Source: an optimization exercise on an open RTL-to-GDS flow (aim: small area and a short achievable clock period). Production flows keep margins and buffers that such runs may drop. The RTL was checked by simulation tests, not by an equivalence proof against the original design.

`flow/config.mk`:
```
export PLATFORM = sky130hd
export DESIGN_NAME = router_wh_xbar
export DESIGN_NICKNAME = router_wh_xbar
export VERILOG_FILES = /design/flow/design.v
export SDC_FILE = /design/flow/constraint.sdc
export NUM_CORES = 4
export LEC_CHECK = 0
export CAP_MARGIN = 20
export CORE_MARGIN = 2
export CORE_UTILIZATION = 40
export SETUP_SLACK_MARGIN = 0.3
export SLEW_MARGIN = 20
```
`flow/constraint.sdc`:
```
create_clock -name core_clock -period 9.0 [get_ports {clk}]
set_input_delay 1.8000 -clock core_clock [delete_from_list [all_inputs] [get_ports {clk}]]
set_output_delay 1.8000 -clock core_clock [all_outputs]
set_load 0.01 [all_outputs]
```
`flow/design.v`:
```
module router_wh_xbar #(
   parameter int NUM_PORTS  = 5,
   parameter int FLIT_WIDTH = 34,
   parameter int FIFO_DEPTH = 4
) (
   input  logic                                   clk,
   input  logic                                   arst,
   input  logic [NUM_PORTS-1:0]                   in_valid_i,
   output logic [NUM_PORTS-1:0]                   in_ready_o,
   input  logic [NUM_PORTS*FLIT_WIDTH-1:0]        in_flit_i,
   input  logic [NUM_PORTS*$clog2(NUM_PORTS)-1:0] in_dest_i,
   output logic [NUM_PORTS-1:0]                   out_valid_o,
   input  logic [NUM_PORTS-1:0]                   out_ready_i,
   output logic [NUM_PORTS*FLIT_WIDTH-1:0]        out_flit_o
);
   localparam int DW = $clog2(NUM_PORTS);
   localparam int AW = $clog2(FIFO_DEPTH);
   localparam logic [AW:0] FULL_CNT = (AW+1)'(FIFO_DEPTH);
   localparam logic [1:0]  T_HEAD   = 2'b00;
   logic [FLIT_WIDTH-1:0] fifo_flit [NUM_PORTS][FIFO_DEPTH];
   logic [DW-1:0]         fifo_dest [NUM_PORTS][FIFO_DEPTH];
   logic [AW-1:0]         wr_ptr    [NUM_PORTS];
   logic [AW-1:0]         rd_ptr    [NUM_PORTS];
   logic [AW:0]           count     [NUM_PORTS];
   logic [NUM_PORTS-1:0]  drop;
   logic [NUM_PORTS-1:0]  locked;
   logic [DW-1:0]         owner     [NUM_PORTS];
   logic [DW-1:0]         rr        [NUM_PORTS];
   logic [NUM_PORTS-1:0]  hold_v;
   logic [DW-1:0]         hold_idx  [NUM_PORTS];
   logic [NUM_PORTS-1:0]  nonempty, push, pop, discard, in_locked, gnt_v, out_xfer;
   logic [FLIT_WIDTH-1:0] hd_flit   [NUM_PORTS];
   logic [DW-1:0]         hd_dest   [NUM_PORTS];
   logic [1:0]            hd_type   [NUM_PORTS];
   logic [DW-1:0]         gnt_idx   [NUM_PORTS];
   logic [DW-1:0]         sel       [NUM_PORTS];
   always_comb begin
      in_locked  = '0;
      in_ready_o = '0;
      push       = '0;
      nonempty   = '0;
      discard    = '0;
      for (int o = 0; o < NUM_PORTS; o++) begin
         if (locked[o]) in_locked[owner[o]] = 1'b1;
      end
      for (int i = 0; i < NUM_PORTS; i++) begin
         nonempty[i]   = (count[i] != '0);
         hd_flit[i]    = fifo_flit[i][rd_ptr[i]];
         hd_dest[i]    = fifo_dest[i][rd_ptr[i]];
         hd_type[i]    = hd_flit[i][FLIT_WIDTH-1 -: 2];
         in_ready_o[i] = (count[i] != FULL_CNT) && !arst;
         push[i]       = in_valid_i[i] && in_ready_o[i];
         discard[i]    = nonempty[i] && !in_locked[i] &&
                         (drop[i] || (hd_type[i][1] != hd_type[i][0]) ||
                          (int'(hd_dest[i]) >= NUM_PORTS));
      end
   end
   always_comb begin
      int idx;
      idx         = 0;
      pop         = discard;
      gnt_v       = '0;
      out_valid_o = '0;
      out_xfer    = '0;
      out_flit_o  = '0;
      for (int o = 0; o < NUM_PORTS; o++) begin
         gnt_idx[o] = '0;
         if (hold_v[o]) begin
            gnt_v[o]   = 1'b1;
            gnt_idx[o] = hold_idx[o];
         end else begin
            for (int k = 0; k < NUM_PORTS; k++) begin
               idx = int'(rr[o]) + k;
               if (idx >= NUM_PORTS) idx = idx - NUM_PORTS;
               if (!gnt_v[o] && nonempty[idx] && !drop[idx] && !in_locked[idx] &&
                   (hd_type[idx][1] == hd_type[idx][0]) && (hd_dest[idx] == DW'(o))) begin
                  gnt_v[o]   = 1'b1;
                  gnt_idx[o] = DW'(idx);
               end
            end
         end
         sel[o]         = locked[o] ? owner[o] : gnt_idx[o];
         out_valid_o[o] = !arst && (locked[o] ? nonempty[owner[o]] : gnt_v[o]);
         out_flit_o[o*FLIT_WIDTH +: FLIT_WIDTH] = out_valid_o[o] ? hd_flit[sel[o]] : '0;
         out_xfer[o]    = out_valid_o[o] && out_ready_i[o];
         if (out_xfer[o]) pop[sel[o]] = 1'b1;
      end
   end
   always_ff @(posedge clk) begin
      if (arst) begin
         drop   <= '0;
         locked <= '0;
         hold_v <= '0;
         for (int i = 0; i < NUM_PORTS; i++) begin
            wr_ptr[i]   <= '0;
            rd_ptr[i]   <= '0;
            count[i]    <= '0;
            owner[i]    <= '0;
            rr[i]       <= '0;
            hold_idx[i] <= '0;
         end
      end else begin
         for (int i = 0; i < NUM_PORTS; i++) begin
            if (push[i]) begin
               fifo_flit[i][wr_ptr[i]] <= in_flit_i[i*FLIT_WIDTH +: FLIT_WIDTH];
               fifo_dest[i][wr_ptr[i]] <= in_dest_i[i*DW +: DW];
               wr_ptr[i]               <= wr_ptr[i] + 1'b1;
            end
            if (pop[i]) rd_ptr[i] <= rd_ptr[i] + 1'b1;
            if (push[i] && !pop[i])      count[i] <= count[i] + 1'b1;
            else if (!push[i] && pop[i]) count[i] <= count[i] - 1'b1;
            if (discard[i]) begin
               if (drop[i]) begin
                  if (hd_type[i][1]) drop[i] <= 1'b0;
               end else if (hd_type[i] == T_HEAD) begin
                  drop[i] <= 1'b1;
               end
            end
         end
         for (int o = 0; o < NUM_PORTS; o++) begin
            hold_v[o]   <= gnt_v[o] && !locked[o] && !out_ready_i[o];
            hold_idx[o] <= gnt_idx[o];
            if (out_xfer[o]) begin
               if (locked[o]) begin
                  if (hd_type[sel[o]][1]) locked[o] <= 1'b0;
               end else begin
                  rr[o] <= (int'(gnt_idx[o]) == NUM_PORTS-1) ? '0 : gnt_idx[o] + 1'b1;
                  if (hd_type[sel[o]] == T_HEAD) begin
                     locked[o] <= 1'b1;
                     owner[o]  <= sel[o];
                  end
               end
            end
         end
      end
   end
endmodule
```
`flow/run.sh`:
```
#!/bin/bash
# synth_recipe.tcl (not shown) runs the flow's synth.tcl, then flattens the netlist and writes it again
# the make line also repeats each setting of config.mk as NAME=value (left out here)
make -C /OpenROAD-flow-scripts/flow DESIGN_CONFIG=/design/flow/config.mk WORK_HOME=/design/flow/orfs CLKGATE_MAP_FILE= SYNTH_SCRIPT=/design/flow/synth_recipe.tcl finish
```
==> results.txt <==
slew margin rel. around 16%; mapped cell area roughly 52,000 sq um; # H-tree levels 3; most common cell in the netlist edfxtp_1; Design Area, Final about 65,000 sq um; WS Path Type flop to output pin; worst clock skew 0.05370 ns; Seq/Total Area, Yosys around 46%; asr flop ratio synth 0%; # clock sinks roughly 840; Post-Syn Nets about 5,100; RSZ-0062 raised after global routing yes; Routed WL between 200,000 and 250,000 microns; TritonRoute pass-1 iters 8; Rows ~130; HPWL Detailed about 170,000 microns; DP Cell Count roughly 6,700; crit path from locked[3]$_SDFFE_PP0P_; status finished clean; Ports around 380; Placed Area 58,990 sq um; Via density 6.809; GR Overflow Total 0; CORE AREA 129,800 sq um; Fillers ~12,000; Final nets roughly 5,500; minimum clock period slightly below 9 ns; Post-Synthesis Cells between 4,000 and 5,000; R2R depth 24; r2r setup slk 1.81 ns; Num CTS Buffers slightly above 90; crit-path leading delay family simple AND/OR/NAND/NOR gates; slowest CP cell clkdlybuf4s50_1; clock-pin transition on the worst setup and hold timing paths ~0.060 ns; DRC Markers 0; Routed WL per cell around 34 microns; CP cell instances nand2b_1 > or4_1 > nand3_1 > nor2_1 > buf_4 > a221oi_1 > a21o_1 > a211o_1 > nand2b_1 > or4_4 > o211a_1 > o31a_1 > ha_1 > or3_1 > a21oi_4 > buf_12 > buf_12 > nand2_1 > a31oi_2 > clkdlybuf4s50_1; Max Cap Viol 0; EDFF count, synth 740; area grow syn2layout 23.35%; largest net degree at the start of global routing 67; layout cells sized above 1 20.89%; crit-path max cell delay about 0.62 ns; syn_area_per_cell 11.15 sq um; ys flop type edfxtp_1; final setup fails 0; Worst-Margin Slew ~1.3 ns; clk buf depth 3; Worst Hold Class flop to flop; Starting Density about two fifths; CTS tree done; post-synth cell types between 100 and 150; CTS root buf clkbuf_16; first-pass GRT wire length 332,300 microns; Final Non-Filler Cells a little under 7,000; Post-DRT Antenna Nets 0; critical path launch point type flop; period utilization a little over nine tenths; max frequency 114.7 MHz; Synth area leaders edfxtp_1, mux4_2, a22oi_1; Buf/Inv on CP 4; post-synth top area cell edfxtp_1; r2r endpoint count[4][2]$_SDFFE_PP0P_; Die X ~370 microns; setup TNS 0 ns; top post-synthesis cells by count edfxtp_1, nand2_1, a22oi_1; reg2reg start rd_ptr[2][0]$_SDFFE_PP0P_; path length in cells of the critical path 20; vias post-DR about 47,000; Die Ht 366.0 microns; Crit. End Element output pin; Clock Latency Late Sink ~0.73 ns; vias in the first global route 44,429; gpl congestion ~1.1; initial antenna violation count 38; # port buffers 376; CP required approximately 7.2 ns; FF+latch count, synth 837; Iter 0 DRT Violations about 7,600; Yosys warning total 12; full die area 133,900 sq um; fin. max-slew vios 0; Crit Path Max Fanout 16; GRT Util Overall 34.19%; Final Hold Viols 0; Synth top area share between 40% and 50%; Arrival @ worst endpoint about 6.9 ns; CP Capture Point out_flit_o[102]
-- cell families after synthesis --
kind of cell	after synthesis	synth area share, %
AOI/OAI and AO/OA	1590	22.16
and+or+nand+nor	1225	11.81
DFF	837	46.10
buffers and inverters	521	4.252
muxes	306	10.66
adders and majority gates	161	3.987
xor gates and xnor gates	61	1.034
-- state kept, by name, summed over array words and instances, names as in the netlist, 10 cells and up, named ones only --
signal and cells:
hold_idx 15, count 15, rd_ptr 10, fifo_flit 680, owner 15, rr 15, fifo_dest 60, wr_ptr 10
-- layer usage --
layer / track usage [%] / wire (microns) / vias to the layer above
li1: - / - / 19756
met1: 43.28 / 87410 / 23156
met2: 49.84 / 101900 / 3536
met3: 10.51 / 30150 / 908
met4: 23.85 / 19720 / 28
met5: 0 / 276 / -
-- worst min path at each step --
stage,from,endpoint,slack (ns),depth (start not counted)
after floorplan,count[3][2]$_SDFFE_PP0P_,count[3][2]$_SDFFE_PP0P_,0.47,2
after global placement,count[2][2]$_SDFFE_PP0P_,count[2][2]$_SDFFE_PP0P_,0.50,2
after detailed placement,rd_ptr[0][1]$_SDFFE_PP0N_,flop,0.51,2
after CTS,owner[3][0]$_SDFFE_PP0P_,owner[3][0]$_SDFFE_PP0P_,0.52,2
after global routing,rd_ptr[0][1]$_SDFFE_PP0N_,flop,0.53,2
final,rd_ptr[0][1]$_SDFFE_PP0N_,flop,0.52,2
-- layout by cell type (no fill, tap or decap), types with 26 or more instances in the layout --
cell type | synthesis | routed
ha_1 | 151 | 116
nand2b_1 | 53 | 52
clkdlybuf4s50_1 | 0 | 302
a22o_1 | 48 | 47
mux2i_1 | 86 | 80
dfxtp_1 | 97 | 75
a31oi_1 | 169 | 127
clkbuf_16 | 0 | 93
nand3_1 | 98 | 96
nor3_1 | 81 | 72
o22ai_1 | 43 | 37
inv_1 | 139 | 127
buf_12 | 0 | 30
xnor2_1 | 35 | 29
nor2b_1 | 45 | 43
mux4_2 | 197 | 197
nand4_1 | 39 | 39
nand2_1 | 325 | 322
nor2_1 | 278 | 268
a21oi_1 | 178 | 170
or3_1 | 46 | 42
o211ai_1 | 54 | 54
a211oi_1 | 52 | 40
o31ai_1 | 37 | 32
buf_4 | 15 | 275
and2_1 | 48 | 44
edfxtp_1 | 740 | 740
a221oi_1 | 53 | 52
dlymetal6s2s_1 | 0 | 61
nor4_1 | 29 | 26
o221ai_1 | 31 | 30
a22oi_1 | 300 | 296
o21ai_0 | 216 | 211
-- worst reg2reg max path, stage by stage, from the launching register on --
cell	delay [ns]
dfxtp_2	0.51
mux2i_1	0.32
mux2i_4	0.11
inv_1	0.66
buf_4	0.30
o21ai_0	0.09
a22o_1	0.22
o22ai_1	0.19
xor2_2	0.28
nor2_1	0.12
or3_4	0.39
buf_4	0.18
o41ai_4	0.39
inv_2	0.42
buf_4	0.40
nand2_1	0.22
or2_2	0.21
o41ai_1	0.08
nor4_2	0.68
ha_1	0.32
inv_1	0.06
fa_1	0.38
xor2_1	0.17
or3_1	0.30
a21oi_1	0.13
-- stage by stage --
step / hold slack [ns] / worst slack [ns] / utilization, %
after floorplan: 0.4721 / 1.026 / -
after global placement: 0.5038 / 0.3973 / 45.44
after global routing: 0.5326 / 0.1552 / 49.79
after CTS: 0.5237 / 0.2624 / 48.60
final: 0.5226 / 0.2823 / 49.80
after detailed placement: 0.5063 / 0.4026 / 45.44
-- layout make-up --
type / instances / area [sq um] / share of cell area (%)
Antenna cell: 19 / 47.55 / 0.07354
Inverter: 154 / 603.1 / 0.9328
Clock inverter: 62 / 681.9 / 1.055
Tap cell: 1742 / 2180 / 3.371
Timing Repair Buffer: 694 / 6765 / 10.46
Sequential cell: 837 / 24200 / 37.43
Clock buffer: 106 / 2386 / 3.691
Multi-Input combinational cell: 3345 / 27790 / 42.99
-- timing repair --
action,in CTS,in global routing
resized for setup,165,266
buffers inserted,22,41
hold buffers,0,0
cloned,2,2
endpoints found under the setup margin,170,170
endpoints found under the hold margin,0,0
pin swaps,15,36

-- port drivers added, routing unchanged --
The flow's constraints put no driver on any port. The routed layout listed below was extracted and timed again, unchanged, in two steps. Step 1 (the two cells are an assumption about what drives the block):
set clk [get_ports {clk}]
set_driving_cell -lib_cell sky130_fd_sc_hd__clkbuf_16 $clk
set_driving_cell -lib_cell sky130_fd_sc_hd__buf_2 [delete_from_list [all_inputs] $clk]
Step 2 also shifts input and output timing later by t, the mid clock arrival at the registers, as if the neighbouring blocks saw the same clock. Three values: ideal, step 1, step 2; two values: the first two.
t (ns): 0.784
setup slack, ns: 0.282 / 0.203 / 0.988
pins driven straight from the clock port: 1
After both steps setup and hold are still met in this run. The setup slack of this run moves by -0.079 ns with the drivers and by +0.706 ns with both steps.
